Context: an optimization exercise on an open-source flow, tuned for small area, a short achievable clock period and few clock cycles per item. The choices shown serve that exercise and are no tape-out recipe.
Where RTL was checked, it was by simulation tests only, not by an equivalence proof against the original.
Power figures rest on the tool's default switching activity, not on a simulated workload.

the baseline:
Design multi_page_shelf_rect_allocator, start of the top module:
module multi_page_shelf_rect_allocator #(
   parameter int PAGE_SIZE = 1024,
   parameter int MAX_PAGES = 8
) (
   input  logic        clock,
   input  logic        reset,
   input  logic        req_tvalid,
   output logic        req_tready,
   input  logic [23:0] req_tdata,
   output logic        rsp_tvalid,
   input  logic        rsp_tready,
   output logic [47:0] rsp_tdata,
   output logic [1:0]  rsp_tuser,
   input  logic        csr_tvalid,
   output logic        csr_tready,
   input  logic [7:0]  csr_tdata
);
==> flow/config.mk <==
export PLATFORM = sky130hd
export DESIGN_NAME = multi_page_shelf_rect_allocator
export DESIGN_NICKNAME = multi_page_shelf_rect_allocator
export VERILOG_FILES = /design/flow/design.v
export SDC_FILE = /design/flow/constraint.sdc
export NUM_CORES = 4
export LEC_CHECK = 0
export CAP_MARGIN = 20
export CORE_MARGIN = 2
export CORE_UTILIZATION = 40
export SETUP_SLACK_MARGIN = 4
export SLEW_MARGIN = 20
==> flow/constraint.sdc <==
create_clock -name core_clock -period 10.0 [get_ports {clock}]
set_input_delay 2.0000 -clock core_clock [delete_from_list [all_inputs] [get_ports {clock}]]
set_output_delay 2.0000 -clock core_clock [all_outputs]
set_load 0.01 [all_outputs]
run.sh (not shown) runs the stock make flow with config.mk's settings and CLKGATE_MAP_FILE= SYNTH_SCRIPT=/design/flow/synth_recipe.tcl, a recipe that flattens the netlist after the stock synthesis.
Testbench counts of the baseline, summed over its fixed seeds: cycles 2,416, items 2,400.
The following lists how the candidate was set up differently from the baseline:
diff --git a/flow/design.v b/flow/design.v
--- a/flow/design.v
+++ b/flow/design.v
@@ -109,31 +109,30 @@
    logic [DW-1:0] pw1_ff, ph1_ff;
    logic [1:0]    cls1_ff;
    logic [RW-1:0] req_w, req_h;
    logic [SW-1:0] pw_sum, ph_sum;
    logic          empty, too_big;
    logic [MAX_PAGES-1:0] pend_ff;
    logic [DW-1:0]        sx_ff, st_ff, sb_ff, sw_ff, sh_ff;
    logic          ov_ff;
    logic [TW-1:0] acc_ff, total;
-   logic [PW+HW-1:0] olo_ff;
-   logic [DW+HW-1:0] ohi_ff;
+   logic [DW+PW-HW-1:0] ohi_ff;
    logic [1:0]    ost_ff;
    logic                   go, placed, pend_any;
    logic [MAX_PAGES-1:0]   fit, fit_cell, tried, sel, keep, load;
    logic [DW-1:0]          room_x0 [MAX_PAGES];
    logic [DW-1:0]          room_t0 [MAX_PAGES];
    logic [DW-1:0]          room_b [MAX_PAGES];
    logic [DW-1:0]          rx_sel, rt_sel, rb_sel;
    logic [1:0]             st_sel;
-   localparam int HW = PW / 2;
+   localparam int HW = 4;
    logic [PW+HW-1:0]       n_lo;
-   logic [DW+HW-1:0]       n_hi;
+   logic [DW+PW-HW-1:0]    n_hi;
    logic [DW-1:0]          p_room_x, p_room_t, p_room_b;
    logic [DW:0]            p_sum;
    logic                   p_taller;
    logic                   p_shelf_ok, p_fit;
    logic [DW-1:0]          p_room_x0, p_room_t0;
    logic                   p_tried;
    assign adv = !ov_ff || rsp_tready;
    assign req_tready = adv;
    assign csr_tready = 1'b1;
@@ -226,21 +225,21 @@
          rx_sel = rx_sel | p_room_x0;
          rt_sel = rt_sel | p_room_t0;
          rb_sel = rb_sel | p_room_b;
       end
       placed = (cls1_ff == mpsra_pkg::STATUS_PLACED) && (|fit);
       if (cls1_ff != mpsra_pkg::STATUS_PLACED) st_sel = cls1_ff;
       else if (|fit) st_sel = mpsra_pkg::STATUS_PLACED;
       else st_sel = mpsra_pkg::STATUS_FULL;
       n_lo = pw1_ff[PW-1:0] * ph1_ff[HW-1:0];
-      if (pw1_ff[PW]) n_hi = {ph1_ff, {HW{1'b0}}};
-      else if (ph1_ff[PW]) n_hi = {pw1_ff, {HW{1'b0}}};
-      else n_hi = (DW + HW)'(pw1_ff[PW-1:0] * ph1_ff[PW-1:HW]);
+      if (pw1_ff[PW]) n_hi = {ph1_ff, {(PW-HW){1'b0}}};
+      else if (ph1_ff[PW]) n_hi = {pw1_ff, {(PW-HW){1'b0}}};
+      else n_hi = (DW + PW - HW)'(pw1_ff[PW-1:0] * ph1_ff[PW-1:HW]);
    end
    always_ff @(posedge clock) begin
       if (reset) begin
          pend_ff <= '0;
       end else if (adv) begin
          pend_ff <= go ? sel : '0;
       end
       if (adv) begin
          sx_ff <= placed ? rx_sel : DW'(pad_ff);
@@ -248,35 +247,33 @@
          sb_ff <= rb_sel;
          sw_ff <= pw1_ff;
          sh_ff <= ph1_ff;
       end
    end
    always_ff @(posedge clock) begin
       if (reset) begin
          ov_ff <= 1'b0;
          acc_ff <= '0;
-         olo_ff <= '0;
          ohi_ff <= '0;
       end else if (adv) begin
          ov_ff <= v1_ff;
          if (v1_ff) begin
-            acc_ff <= total;
-            olo_ff <= placed ? n_lo : '0;
+            acc_ff <= placed ? total + TW'(n_lo) : total;
             ohi_ff <= placed ? n_hi : '0;
          end
       end
       if (adv && v1_ff) begin
          ost_ff <= st_sel;
       end
    end
    logic [PW-1:0] rsp_x, rsp_y;
    logic [IW-1:0] rsp_pg;
-   assign total = acc_ff + TW'(olo_ff) + TW'({ohi_ff, {HW{1'b0}}});
+   assign total = acc_ff + TW'({ohi_ff, {HW{1'b0}}});
    always_comb begin
       rsp_x = PW'(pad_ff) - sx_ff[PW-1:0];
       rsp_y = PW'(pad_ff) - st_ff[PW-1:0];
       rsp_pg = '0;
       for (int i = 0; i < MAX_PAGES; i++) begin
          if (pend_ff[i]) rsp_pg = rsp_pg | IW'(i);
       end
    end
    assign rsp_tvalid = ov_ff;
Findings:
- Xor and xnor area share after synthesis in the candidate is 0.26 points higher than in the baseline
- From the baseline to the candidate the numbers moved as follows: area growth from synthesis to layout higher, worst IR drop on VDD shows an increase of about 4%.
- Max switching share of power across the candidate and the baseline: the candidate
- Summary — power, the candidate relative to the baseline: higher, by about 6.5%.
- The setup slack after layout in the candidate sits 69 ps below the value recorded for the baseline.
- The candidate vs. the baseline: number of placement rows climbed 1, power spent charging and discharging nets moved up, synthesized cell count now larger.
- The candidate ended up with more standard cells than the baseline.
- STATUS worst hold margin: the candidate wins against the baseline
- Summary of the comparison: overall routing resource usage is higher in the candidate, relative to the baseline.
- The baseline has a higher count of clock-buffer cells in the layout than the candidate.
- Count of plain and timing-repair buffers in the layout: the candidate vs the baseline up 13
Function not checked in the candidate: the RTL went through the layout flow alone.

* * *

== P ==
multi_page_shelf_rect_allocator, a different RTL version from the one above (not shown whole).
For scale: roughly 3800 cells after synthesis, ~0.032 mm2 of cells after synthesis.
==> module mpsra_cell, before the edit <==
module mpsra_cell #(
   parameter int PAGE_SIZE = 1024
) (
   input  logic                          clock,
   input  logic                          reset,
   input  logic [mpsra_pkg::DIM_W-1:0]   pw,
   input  logic [mpsra_pkg::DIM_W-1:0]   ph,
   input  logic                          try_page,
   output logic                          fit,
   output logic [mpsra_pkg::POS_W-1:0]   cur0_pos,
   output logic [mpsra_pkg::POS_W-1:0]   top0_pos
);
   localparam int CW = mpsra_pkg::DIM_W;
   localparam logic [CW:0] LIMIT = (CW + 1)'(PAGE_SIZE);
   logic [CW-1:0] cursor_ff, top_ff, bot_ff;
   logic [CW:0]   cur_sum, top_sum;
   logic          shelf_ok;
   logic [CW-1:0] top0;
   always_comb begin
      cur_sum = {1'b0, cursor_ff} + {1'b0, pw};
      shelf_ok = cur_sum <= LIMIT;
      top0 = shelf_ok ? top_ff : bot_ff;
      top_sum = {1'b0, top0} + {1'b0, ph};
      fit = top_sum <= LIMIT;
   end
   assign cur0_pos = shelf_ok ? cursor_ff[mpsra_pkg::POS_W-1:0] : '0;
   assign top0_pos = top0[mpsra_pkg::POS_W-1:0];
   always_ff @(posedge clock) begin
      if (reset) begin
         cursor_ff <= '0;
         top_ff <= '0;
         bot_ff <= '0;
      end else if (try_page) begin
         top_ff <= top0;
         if (fit) begin
            cursor_ff <= shelf_ok ? cur_sum[CW-1:0] : pw;
            if (top_sum[CW-1:0] > bot_ff) bot_ff <= top_sum[CW-1:0];
         end else if (!shelf_ok) begin
            cursor_ff <= '0;
         end
      end
   end
endmodule
==> module multi_page_shelf_rect_allocator, before the edit <==
module multi_page_shelf_rect_allocator #(
   parameter int PAGE_SIZE = 1024,
   parameter int MAX_PAGES = 8
) (
   input  logic        clock,
   input  logic        reset,
   input  logic        req_tvalid,
   output logic        req_tready,
   input  logic [23:0] req_tdata,
   output logic        rsp_tvalid,
   input  logic        rsp_tready,
   output logic [47:0] rsp_tdata,
   output logic [1:0]  rsp_tuser,
   input  logic        csr_tvalid,
   output logic        csr_tready,
   input  logic [7:0]  csr_tdata
);
   localparam int DW = mpsra_pkg::DIM_W;
   localparam int RW = mpsra_pkg::RECT_W;
   localparam int SW = mpsra_pkg::PSUM_W;
   localparam int PW = mpsra_pkg::POS_W;
   localparam int IW = mpsra_pkg::PIDX_W;
   localparam int TW = mpsra_pkg::TOTAL_W;
   localparam logic [SW:0] LIMIT = (SW + 1)'(PAGE_SIZE);
   logic [3:0] pad_ff;
   logic       adv;
   logic          v1_ff;
   logic [DW-1:0] pw1_ff, ph1_ff;
   logic [1:0]    cls1_ff;
   logic [RW-1:0] req_w, req_h;
   logic [SW-1:0] pw_sum, ph_sum;
   logic          empty, too_big;
   logic          ov_ff;
   logic [TW-1:0] ot_ff;
   logic [PW-1:0] ox_ff, oy_ff;
   logic [IW-1:0] opg_ff;
   logic [1:0]    ost_ff;
   logic                   go, placed;
   logic [MAX_PAGES-1:0]   fit, try_page, sel;
   logic [PW-1:0]          cur0 [MAX_PAGES];
   logic [PW-1:0]          top0 [MAX_PAGES];
   logic [PW-1:0]          cx_sel, cy_sel;
   logic [IW-1:0]          pg_sel;
   logic [1:0]             st_sel;
   logic [TW-1:0]          n_total;
   assign adv = !ov_ff || rsp_tready;
   assign req_tready = adv;
   assign csr_tready = 1'b1;
   always_ff @(posedge clock) begin
      if (reset) begin
         pad_ff <= 4'd1;
      end else if (csr_tvalid) begin
         pad_ff <= csr_tdata[3:0];
      end
   end
   always_comb begin
      req_w = req_tdata[RW-1:0];
      req_h = req_tdata[2*RW-1:RW];
      pw_sum = SW'(req_w) + SW'({pad_ff, 1'b0});
      ph_sum = SW'(req_h) + SW'({pad_ff, 1'b0});
      empty = (req_w == '0) || (req_h == '0);
      too_big = ({1'b0, pw_sum} > LIMIT) || ({1'b0, ph_sum} > LIMIT);
   end
   always_ff @(posedge clock) begin
      if (reset) begin
         v1_ff <= 1'b0;
      end else if (adv) begin
         v1_ff <= req_tvalid;
      end
      if (adv) begin
         pw1_ff <= pw_sum[DW-1:0];
         ph1_ff <= ph_sum[DW-1:0];
         cls1_ff <= empty ? mpsra_pkg::STATUS_EMPTY
                  : too_big ? mpsra_pkg::STATUS_TOO_BIG
                  : mpsra_pkg::STATUS_PLACED;
      end
   end
   assign go = adv && v1_ff && (cls1_ff == mpsra_pkg::STATUS_PLACED);
   for (genvar gi = 0; gi < MAX_PAGES; gi++) begin : g_page
      if (gi == 0) begin : g_first
         assign try_page[gi] = go;
         assign sel[gi] = fit[gi];
      end else begin : g_rest
         assign try_page[gi] = go && !(|fit[gi-1:0]);
         assign sel[gi] = fit[gi] && !(|fit[gi-1:0]);
      end
      mpsra_cell #(
         .PAGE_SIZE(PAGE_SIZE)
      ) u_cell (
         .clock(clock),
         .reset(reset),
         .pw(pw1_ff),
         .ph(ph1_ff),
         .try_page(try_page[gi]),
         .fit(fit[gi]),
         .cur0_pos(cur0[gi]),
         .top0_pos(top0[gi])
      );
   end
   always_comb begin
      cx_sel = '0;
      cy_sel = '0;
      pg_sel = '0;
      for (int i = 0; i < MAX_PAGES; i++) begin
         if (sel[i]) begin
            cx_sel = cx_sel | cur0[i];
            cy_sel = cy_sel | top0[i];
            pg_sel = pg_sel | IW'(i);
         end
      end
      placed = (cls1_ff == mpsra_pkg::STATUS_PLACED) && (|fit);
      if (cls1_ff != mpsra_pkg::STATUS_PLACED) st_sel = cls1_ff;
      else if (|fit) st_sel = mpsra_pkg::STATUS_PLACED;
      else st_sel = mpsra_pkg::STATUS_FULL;
      n_total = placed ? ot_ff + TW'(pw1_ff * ph1_ff) : ot_ff;
   end
   always_ff @(posedge clock) begin
      if (reset) begin
         ov_ff <= 1'b0;
         ot_ff <= '0;
      end else if (adv) begin
         ov_ff <= v1_ff;
         if (v1_ff) ot_ff <= n_total;
      end
      if (adv && v1_ff) begin
         ox_ff <= cx_sel;
         oy_ff <= cy_sel;
         opg_ff <= placed ? pg_sel : '0;
         ost_ff <= st_sel;
      end
   end
   assign rsp_tvalid = ov_ff;
   logic          oplaced;
   logic [PW-1:0] rsp_x, rsp_y;
   always_comb begin
      oplaced = (ost_ff == mpsra_pkg::STATUS_PLACED);
      rsp_x = oplaced ? ox_ff + PW'(pad_ff) : '0;
      rsp_y = oplaced ? oy_ff + PW'(pad_ff) : '0;
   end
   assign rsp_tdata = {1'b0, ot_ff, rsp_y, rsp_x, opg_ff};
   assign rsp_tuser = ost_ff;
endmodule
export LEC_CHECK = 0
export CAP_MARGIN = 20
export CORE_MARGIN = 2
export CORE_UTILIZATION = 40
export SLEW_MARGIN = 20
create_clock -name core_clock -period 10.0 [get_ports {clock}]
P did not stop at any stage, and its layout met the timing, design-rule and antenna checks.
For Q, these inputs were changed with respect to P:
--- a/flow/design.v
+++ b/flow/design.v
@@ -21,35 +21,28 @@
    input  logic                          try_page,
    output logic                          fit,
-   output logic [mpsra_pkg::POS_W-1:0]   cur0_pos,
-   output logic [mpsra_pkg::POS_W-1:0]   top0_pos
+   output logic [mpsra_pkg::DIM_W-1:0]   room_x0,
+   output logic [mpsra_pkg::DIM_W-1:0]   room_t0
 );
    localparam int CW = mpsra_pkg::DIM_W;
-   localparam logic [CW:0] LIMIT = (CW + 1)'(PAGE_SIZE);
-   logic [CW-1:0] cursor_ff, top_ff, bot_ff;
-   logic [CW:0]   cur_sum, top_sum;
+   localparam logic [CW-1:0] FULL = CW'(PAGE_SIZE);
+   logic [CW-1:0] room_x_ff, room_t_ff, room_b_ff;
    logic          shelf_ok;
-   logic [CW-1:0] top0;
+   logic [CW-1:0] room_t_left;
    always_comb begin
-      cur_sum = {1'b0, cursor_ff} + {1'b0, pw};
-      shelf_ok = cur_sum <= LIMIT;
-      top0 = shelf_ok ? top_ff : bot_ff;
-      top_sum = {1'b0, top0} + {1'b0, ph};
-      fit = top_sum <= LIMIT;
+      shelf_ok = pw <= room_x_ff;
+      room_x0 = shelf_ok ? room_x_ff : FULL;
+      room_t0 = shelf_ok ? room_t_ff : room_b_ff;
+      fit = shelf_ok ? (ph <= room_t_ff) : (ph <= room_b_ff);
+      room_t_left = room_t0 - ph;
    end
-   assign cur0_pos = shelf_ok ? cursor_ff[mpsra_pkg::POS_W-1:0] : '0;
-   assign top0_pos = top0[mpsra_pkg::POS_W-1:0];
    always_ff @(posedge clock) begin
       if (reset) begin
-         cursor_ff <= '0;
-         top_ff <= '0;
-         bot_ff <= '0;
+         room_x_ff <= FULL;
+         room_t_ff <= FULL;
+         room_b_ff <= FULL;
       end else if (try_page) begin
-         top_ff <= top0;
-         if (fit) begin
-            cursor_ff <= shelf_ok ? cur_sum[CW-1:0] : pw;
-            if (top_sum[CW-1:0] > bot_ff) bot_ff <= top_sum[CW-1:0];
-         end else if (!shelf_ok) begin
-            cursor_ff <= '0;
-         end
+         room_t_ff <= room_t0;
+         room_x_ff <= fit ? room_x0 - pw : room_x0;
+         if (fit && (room_t_left < room_b_ff)) room_b_ff <= room_t_left;
       end
    end
@@ -94,6 +87,6 @@
    logic                   go, placed;
    logic [MAX_PAGES-1:0]   fit, try_page, sel;
-   logic [PW-1:0]          cur0 [MAX_PAGES];
-   logic [PW-1:0]          top0 [MAX_PAGES];
+   logic [DW-1:0]          room_x0 [MAX_PAGES];
+   logic [DW-1:0]          room_t0 [MAX_PAGES];
    logic [PW-1:0]          cx_sel, cy_sel;
    logic [IW-1:0]          pg_sel;
@@ -150,6 +143,6 @@
          .try_page(try_page[gi]),
          .fit(fit[gi]),
-         .cur0_pos(cur0[gi]),
-         .top0_pos(top0[gi])
+         .room_x0(room_x0[gi]),
+         .room_t0(room_t0[gi])
       );
    end
@@ -160,6 +153,6 @@
       for (int i = 0; i < MAX_PAGES; i++) begin
          if (sel[i]) begin
-            cx_sel = cx_sel | cur0[i];
-            cy_sel = cy_sel | top0[i];
+            cx_sel = cx_sel | room_x0[i][PW-1:0];
+            cy_sel = cy_sel | room_t0[i][PW-1:0];
             pg_sel = pg_sel | IW'(i);
          end
@@ -169,5 +162,5 @@
       else if (|fit) st_sel = mpsra_pkg::STATUS_PLACED;
       else st_sel = mpsra_pkg::STATUS_FULL;
-      n_total = placed ? ot_ff + TW'(pw1_ff * ph1_ff) : ot_ff;
+      n_total = placed ? ot_ff + pw1_ff * ph1_ff : ot_ff;
    end
    always_ff @(posedge clock) begin
@@ -191,6 +184,6 @@
    always_comb begin
       oplaced = (ost_ff == mpsra_pkg::STATUS_PLACED);
-      rsp_x = oplaced ? ox_ff + PW'(pad_ff) : '0;
-      rsp_y = oplaced ? oy_ff + PW'(pad_ff) : '0;
+      rsp_x = oplaced ? PW'(pad_ff) - ox_ff : '0;
+      rsp_y = oplaced ? PW'(pad_ff) - oy_ff : '0;
    end
    assign rsp_tdata = {1'b0, ot_ff, rsp_y, rsp_x, opg_ff};
### Flow results
The run showing the greater detailed-router iteration count before antenna repair is Q. Comparing P and Q, the lower register-to-register slack was measured on P. The die used by Q is larger than the one used by P. Summary: with P as the reference, worst supply voltage drop on vdd in Q moved up by more than a quarter. Relative to P, the sequential share of layout area of Q is lower by 1.8 points. Compared with P, in Q post-layout utilization of the core went down by 0.64 points; total power went up 8.2%; first-pass GRT wire length picked up an extra 16000 um.
No functional check of the RTL was part of any run of this note.

-- separate check: timing with driven ports --
Ports are ideal in the flow. The routed layouts listed here were re-timed in OpenROAD. Step 1, drivers: a clkbuf_16 drives clock and a buf_2 each remaining input, both assumed. Step 2 also shifts input and output timing later by t, the mid clock arrival at the registers, as if the neighbouring blocks saw the same clock. Three values: ideal, step 1, step 2; two values: the first two.
run	shift t [ns]	slack for setup (ns)	hold slack, ns	worst setup path after step 2	clock arrival spread, ns
the baseline	0.670	4.173 / 4.123 / 3.545	0.458 / 0.458 / 0.458	input to register	0.037 / 0.037
the candidate	0.689	4.104 / 4.067 / 3.475	0.461 / 0.461 / 0.461	input to register	0.029 / 0.029
P	0.667	0.910 / 0.910 / 0.910	0.452 / 0.452 / 0.452	register to register	0.024 / 0.025
Q	0.667	2.614 / 2.614 / 2.614	0.454 / 0.454 / 0.454	register to register	0.019 / 0.019
After both steps setup and hold are still met in every run listed. The setup slack of the candidate, which loses most, moves by -0.037 ns with the drivers and by -0.629 ns with both steps.
